This design comes from an exercise in tuning for a short achievable clock period and few clock cycles per item on the open sky130 flow, not from production work. The RTL was checked by simulation tests, not by an equivalence proof against the original design. Power figures rest on the tool's default switching activity, not on a simulated workload.

## mips_pipeline
module mips_pipeline (
    input  logic        i_clock,
    input  logic        i_arst_n,
    input  logic        i_run_req,
    output logic        o_run_ack,
    input  logic        i_imem_we,
    input  logic [5:0]  i_imem_addr,
    input  logic [31:0] i_imem_data,
    input  logic [4:0]  i_dbg_addr,
    output logic [31:0] o_dbg_data
);
    localparam logic [1:0] ST_IDLE = 2'd0;
    localparam logic [1:0] ST_RUN  = 2'd1;
    localparam logic [1:0] ST_DONE = 2'd2;
    logic [1:0]  state;
    logic        running;            
    logic        idle_req;           
    logic        commit;             
    logic        cmt_pend;           
    logic        rb_pend;            
    logic        spec_done;          
    logic [63:0][31:0] imem;
    logic [63:0] written;            
    logic [6:0]  spc;                
    logic [64:0] spc_oh;             
    logic [6:0]  spc_inc;
    logic        halted;             
    logic        wq_we;
    logic [5:0]  wq_addr;
    logic [31:0] wq_data;
    logic [31:0] pre0;
    logic [31:0] pre1;
    logic        pv0;                
    logic        pv1;
    logic        pre_ok;             
    logic        f_q;                
    logic        stall;              
    localparam int UL_N = 16;
    logic [UL_N-1:0][5:0]  ul_addr;
    logic [UL_N-1:0][31:0] ul_data;
    logic [4:0]  ul_cnt;
    logic        restoring;          
    logic [4:0]  sf_cnt;             
    logic        st_block;
    logic        wr;
    logic        bus_hit;
    logic        q_hit;
    logic        pre_avail;
    logic        avail;
    logic        fetch;
    logic        if_halt;
    logic [31:0] pre_w;
    logic [31:0] next_ir;
    logic [31:0] ir;
    logic        ir_valid;
    logic        ir_halt;
    logic [31:0] rs_oh;              
    logic [31:0] rt_oh;
    logic        fa_q;
    logic        fb_q;
    logic        wa_q;
    logic        wt_q;
    assign spc_inc   = spc + 7'd1;
    assign wr        = i_imem_we && !running;
    assign bus_hit   = wr && !spc[6] && (i_imem_addr == spc[5:0]);
    assign q_hit     = wq_we && (wq_addr == spc[5:0]);
    assign pre_avail = pre_ok && (running || (f_q ? pv1 : pv0));
    assign avail     = bus_hit || q_hit || pre_avail;
  ...
Size: about 30000 cells after synthesis, ~80 I/O pins, roughly 370000 µm² of cells after synthesis.
Settings: LEC_CHECK=0, CAP_MARGIN=20, CORE_MARGIN=2, CORE_UTILIZATION=55, SETUP_SLACK_MARGIN=3.8, SLEW_MARGIN=20, SYNTH_HIERARCHICAL=1, TNS_END_PERCENT=100; clock period 7.0 ns.
run.sh (not shown) runs the stock make flow with config.mk's settings and CLKGATE_MAP_FILE= SYNTH_SCRIPT=/design/flow/synth_recipe.tcl, a recipe that flattens the netlist after the stock synthesis.
Testbench counts at the start, summed over its fixed seeds: cycles 44,739, programs 800.
Edit:
--- a/flow/design.v
+++ b/flow/design.v
@@ -241,18 +241,32 @@
     input  logic        cin,
     output logic [63:0] sel
 );
     logic [7:0] s;
     logic [7:0] c;
     assign s = a ^ b ^ off;
     assign c = (a & b) | (a & off) | (b & off);
     hb_sad u (.base(s), .off({c[6:0], cin}), .sel(sel));
 endmodule
+module hb_sel7w (
+    input  logic [6:0]  s,
+    input  logic [63:0] d0,
+    input  logic [63:0] d1,
+    input  logic [63:0] d2,
+    input  logic [63:0] d3,
+    input  logic [63:0] d4,
+    input  logic [63:0] d5,
+    input  logic [63:0] d6,
+    output logic [63:0] y
+);
+    assign y = ({64{s[0]}} & d0) | ({64{s[1]}} & d1) | ({64{s[2]}} & d2) | ({64{s[3]}} & d3)
+             | ({64{s[4]}} & d4) | ({64{s[5]}} & d5) | ({64{s[6]}} & d6);
+endmodule
 `timescale 1ns/1ns
 module mips_pipeline (
     input  logic        i_clock,
     input  logic        i_arst_n,
     input  logic        i_run_req,
     output logic        o_run_ack,
     input  logic        i_imem_we,
     input  logic [5:0]  i_imem_addr,
     input  logic [31:0] i_imem_data,
@@ -463,23 +477,21 @@
     assign rt_val  = wt_q ? res_q : rt_raw;
     assign imm_val = {d_zext ? 16'd0 : {16{ir[15]}}, ir[15:0]};
     assign d_fa    = fa_q;
     assign d_fb    = fb_q;
     assign d_fs    = fb_q;
     logic [63:0] d_dsel;
     logic        ex_slow;
     logic [63:0] sel_rs;
     logic [63:0] sel_wb;
-    logic [63:0] sel_ex;
     assign stall   = ir_valid && d_mem && d_fa && ex_slow;
     hb_sad u_sad_rs (.base(base_f), .off(ir[7:0]), .sel(sel_rs));
     hb_sad u_sad_wb (.base(res_q[7:0]),  .off(ir[7:0]), .sel(sel_wb));
-    assign d_dsel  = d_fa ? sel_ex : wa_q ? sel_wb : sel_rs;
     logic        ex_valid;
     logic        ex_we;
     logic        ex_st;
     logic        ex_halt;
     logic [4:0]  ex_dest;
     logic [6:0]  ex_op;
     logic [31:0] ex_a;
     logic [31:0] ex_b;
     logic [31:0] ex_bn;              
@@ -517,20 +529,22 @@
     logic [63:0] sx_sub;
     logic [63:0] sx_and;
     logic [63:0] sx_or;
     logic [63:0] sx_xor;
     hb_sad3 u_sx_add (.a(op_a[7:0]), .b(op_b[7:0]),  .off(ir[7:0]), .cin(1'b0), .sel(sx_add));
     hb_sad3 u_sx_sub (.a(op_a[7:0]), .b(ex_bn[7:0]), .off(ir[7:0]), .cin(1'b1), .sel(sx_sub));
     hb_sad  u_sx_and (.base(op_a[7:0] & op_b[7:0]), .off(ir[7:0]), .sel(sx_and));
     hb_sad  u_sx_or  (.base(op_a[7:0] | op_b[7:0]), .off(ir[7:0]), .sel(sx_or));
     hb_sad  u_sx_xor (.base(op_a[7:0] ^ op_b[7:0]), .off(ir[7:0]), .sel(sx_xor));
-    assign sel_ex = ({64{ex_op[0]}} & sx_add) | ({64{ex_op[1]}} & sx_sub) | ({64{ex_op[2]}} & sx_and)
-                  | ({64{ex_op[3]}} & sx_or) | ({64{ex_op[4]}} & sx_xor);
+    logic [6:0] dsel_src;
+    assign dsel_src = {!d_fa && !wa_q, !d_fa && wa_q, {5{d_fa}} & ex_op[4:0]};
+    hb_sel7w u_dsel (.s(dsel_src), .d0(sx_add), .d1(sx_sub), .d2(sx_and), .d3(sx_or), .d4(sx_xor),
+                     .d5(sel_wb), .d6(sel_rs), .y(d_dsel));
     logic [31:0][7:0] s_regs_lo;
     for (genvar r = 0; r < 32; r++) begin : g_lo
         assign s_regs_lo[r] = s_regs[r][7:0];
     end
     logic [4:0]  rs_bus;
     logic [4:0]  rs_wq;
     logic [4:0]  rs_pre;
     logic [31:0] oh_bus;
     logic [31:0] oh_wq;
What happened: Total power went down by a few percent; worst setup slack gets better by 0.12 ns; sequential power shrinks by a few percent; final area is about the same; die area is about the same; worst hold slack gets better by 0.14 ns; synthesized area barely changes; utilization drops by 0.12 points.
Testbench counts after the change, summed over its fixed seeds: cycles 44,739, programs 800.

## static timing again, ports no longer ideal
How much do the figures lean on ideal ports? The routed layouts below were timed once more, with nothing changed but the port constraints. Step 1 sets driving cells, clkbuf_16 on the clock port and buf_2 on the other inputs (assumed; they add their load-dependent delay and slew). Step 2, shift: input delay + t, output delay - t, t = (earliest + latest rising clock arrival at the registers) / 2. This alone moves slack from input paths to output paths. a / b / c = ideal ports / drivers / drivers and shift; a / b = the first two.
run | t, ns | slack for setup (ns) | latest minus earliest clock arrival (ns) | cell pins on the clock port's net
the first run | 1.282 | 3.477 / 3.477 / 2.368 | 0.120 / 0.120 | 1
the second run | 1.309 | 3.593 / 3.497 / 2.239 | 0.105 / 0.105 | 1
After both steps every run listed still meets setup and hold. For the second run, which loses most, drivers alone change the setup slack by -0.096 ns; drivers and shift together by -1.354 ns.
